From an optimization exercise on the open Yosys and OpenROAD flow, aimed at small area; shortcuts taken in it are not production practice. At most, simulation tests tie the RTL to the original design; equivalence was not proved.

Design conv1_top, start of the top module:
module conv1_top (
    input  logic         clk_i,
    input  logic         reset_i,
    input  logic         pixel_valid_i,
    input  logic [7:0]   pixel_i,
    input  logic         sof_i,
    input  logic         wght_we_i,
    input  logic [4:0]   wght_addr_i,
    input  logic [7:0]   wght_data_i,
    output logic         pool_valid_o,
    output logic [39:0]  pool_data_o
);
Size: about 3600 cells after synthesis, about 67 I/O pins, about 46000 um2 of cells after synthesis.
clock: 6.5 ns
lec_check: 0
cap_margin: 20
core_margin: 2
core_utilization: 40
slew_margin: 20
synth_hierarchical: 1
synth_minimum_keep_size: 0
run.sh (not shown) runs the stock make flow with config.mk's settings and CLKGATE_MAP_FILE= SYNTH_SCRIPT=/design/flow/synth_recipe.tcl, a recipe that flattens the netlist after the stock synthesis.
Edit:
Settings changed: CORE_UTILIZATION 40 to 55, CTS_BUF_LIST set to sky130_fd_sc_hd__clkbuf_4.
Die area is lower by 27%.
Count of clock-buffer cells in the layout is higher by 156.
Wire length is higher by 8.5%.
Via count is higher by 4.9%.
Edit:
Settings changed: CTS_BUF_LIST sky130_fd_sc_hd__clkbuf_4 to sky130_fd_sc_hd__clkbuf_8.
Worst setup slack gets better by 0.015 ns.
Non-clock buffer count stays the same.
Count of clock-buffer cells in the layout drops by 122.
Via count drops by 1.3%.
Function was not checked in any run of this note: the RTL went through the layout flow alone.

========
Another version of the RTL of conv1_top (not shown whole).
Size: roughly 3600 cells after synthesis, roughly 67 I/O pins.
Design conv1_top, start of the top module:
module conv1_top (
    input  logic         clk_i,
    input  logic         reset_i,
    input  logic         pixel_valid_i,
    input  logic [7:0]   pixel_i,
    input  logic         sof_i,
    input  logic         wght_we_i,
    input  logic [4:0]   wght_addr_i,
    input  logic [7:0]   wght_data_i,
    output logic         pool_valid_o,
    output logic [39:0]  pool_data_o
);
clock: 6.5 ns
lec_check: 0
cap_margin: 20
core_margin: 2
core_utilization: 55
cts_buf_list: sky130_fd_sc_hd__clkbuf_8
slew_margin: 20
synth_hierarchical: 1
synth_minimum_keep_size: 0
Edit:
CORE_UTILIZATION = 40   (was 55)
CTS_BUF_LIST = unset   (was sky130_fd_sc_hd__clkbuf_8)
Effect: The changed run completed without violations; clock-buffer cell count decreases by 23; worst hold slack stays flat; register-to-register slack degrades by 0.09 ns; wire length is lower by 8.2%; area after synthesis does not change; via count went down by 3.2%; flip-flop and latch count stays the same; die area rose by 37%; worst setup slack degrades by 0.088 ns; utilization fell by 16 points.

========
Starting RTL as in the previous note.
==> flow/design.v (excerpt) <==
module conv1_top (
    input  logic         clk_i,
    input  logic         reset_i,
    input  logic         pixel_valid_i,
    input  logic [7:0]   pixel_i,
    input  logic         sof_i,
    input  logic         wght_we_i,
    input  logic [4:0]   wght_addr_i,
    input  logic [7:0]   wght_data_i,
    output logic         pool_valid_o,
    output logic [39:0]  pool_data_o
);
export LEC_CHECK = 0
export CAP_MARGIN = 20
export CORE_MARGIN = 2
export CORE_UTILIZATION = 55
export CTS_BUF_LIST = sky130_fd_sc_hd__clkbuf_8
export SLEW_MARGIN = 20
export SYNTH_HIERARCHICAL = 1
export SYNTH_MINIMUM_KEEP_SIZE = 0
create_clock -name core_clock -period 6.5 [get_ports {clk_i}]
standard.sh (not shown) runs the stock make flow with config.mk's settings and CLKGATE_MAP_FILE= SYNTH_SCRIPT=/design/flow/synth_recipe.tcl, a recipe that flattens the netlist after the stock synthesis.
==> flow/flow/run.sh <==
#!/bin/bash
# The standard layout (standard.sh) with two changes to its arguments:
#  - the buffer on each input and output port is the smallest buffer, buf_1;
#  - clock tree synthesis adds no dummy loads and clusters up to 12 sinks
#    within 70 um per leaf buffer.
# All of standard.sh's output goes to standard.log in the work folder; ORFS keeps
# each step's own log under orfs/logs/.
set -euo pipefail
export BUFFER_PORTS_ARGS="-buffer_cell sky130_fd_sc_hd__buf_1"
export CTS_ARGS="-sink_clustering_enable -repair_clock_nets -dont_use_dummy_load -sink_clustering_size 12 -sink_clustering_max_diameter 70 -buf_list sky130_fd_sc_hd__clkbuf_8"
bash standard.sh "BUFFER_PORTS_ARGS=$BUFFER_PORTS_ARGS" "CTS_ARGS=$CTS_ARGS" finish > standard.log 2>&1
The first run passed the timing, DRC and antenna checks.
Change:
==> flow/flow/run.sh (replaced) <==
#!/bin/bash
# The standard layout (standard.sh) with two changes to its arguments:
#  - the buffer on each input and output port is the smallest buffer, buf_1;
#  - clock tree synthesis adds no dummy loads and clusters up to 16 sinks
#    within 80 um per leaf buffer.
# All of standard.sh's output goes to standard.log in the work folder; ORFS keeps
# each step's own log under orfs/logs/.
set -euo pipefail
export BUFFER_PORTS_ARGS="-buffer_cell sky130_fd_sc_hd__buf_1"
export CTS_ARGS="-sink_clustering_enable -repair_clock_nets -dont_use_dummy_load -sink_clustering_size 16 -sink_clustering_max_diameter 80 -buf_list sky130_fd_sc_hd__clkbuf_8"
bash standard.sh "BUFFER_PORTS_ARGS=$BUFFER_PORTS_ARGS" "CTS_ARGS=$CTS_ARGS" finish > standard.log 2>&1
What happened: Sequential share of layout area increases by 0.11 points. First-iteration DRC count decreases by a few percent. Global-route usage barely changes. Final area decreases slightly. Via count decreases slightly. Die area is unchanged. Worst hold slack barely changes. Clock skew increases by 0.012 ns.

==> separate check: timing with driven ports <==
No port has a modelled driver above. Below, the same layouts with a new extraction and two added sets of constraints.
Step 1, drivers: a clkbuf_16 drives clk_i and a buf_2 each remaining input, both assumed.
Step 2 times the ports against the registers' clock, not the clock port: input delays grow and output delays shrink by t, the midpoint of the rising clock arrivals with the driver on.
Slacks: ideal / step 1 / step 2; pairs: ideal / step 1.
| run | shift t [ns] | setup WS [ns] | worst setup path at the end |
|---|---|---|---|
| the first run of note 1 | 0.706 | 0.808 / 0.808 / 0.808 | register to register |
| the second run of note 1 | 1.136 | 0.705 / 0.705 / 0.705 | register to register |
| the third run of note 1 | 0.828 | 0.721 / 0.721 / 0.721 | register to register |
| the first run of note 2 | 0.788 | 0.757 / 0.757 / 0.757 | register to register |
| the second run of note 2 | 0.732 | 0.669 / 0.669 / 0.669 | register to register |
| the first run of note 3 | 0.742 | 0.643 / 0.643 / 0.643 | register to register |
| the second run of note 3 | 0.713 | 0.676 / 0.676 / 0.676 | register to register |
After both steps setup and hold are still met in every run listed.
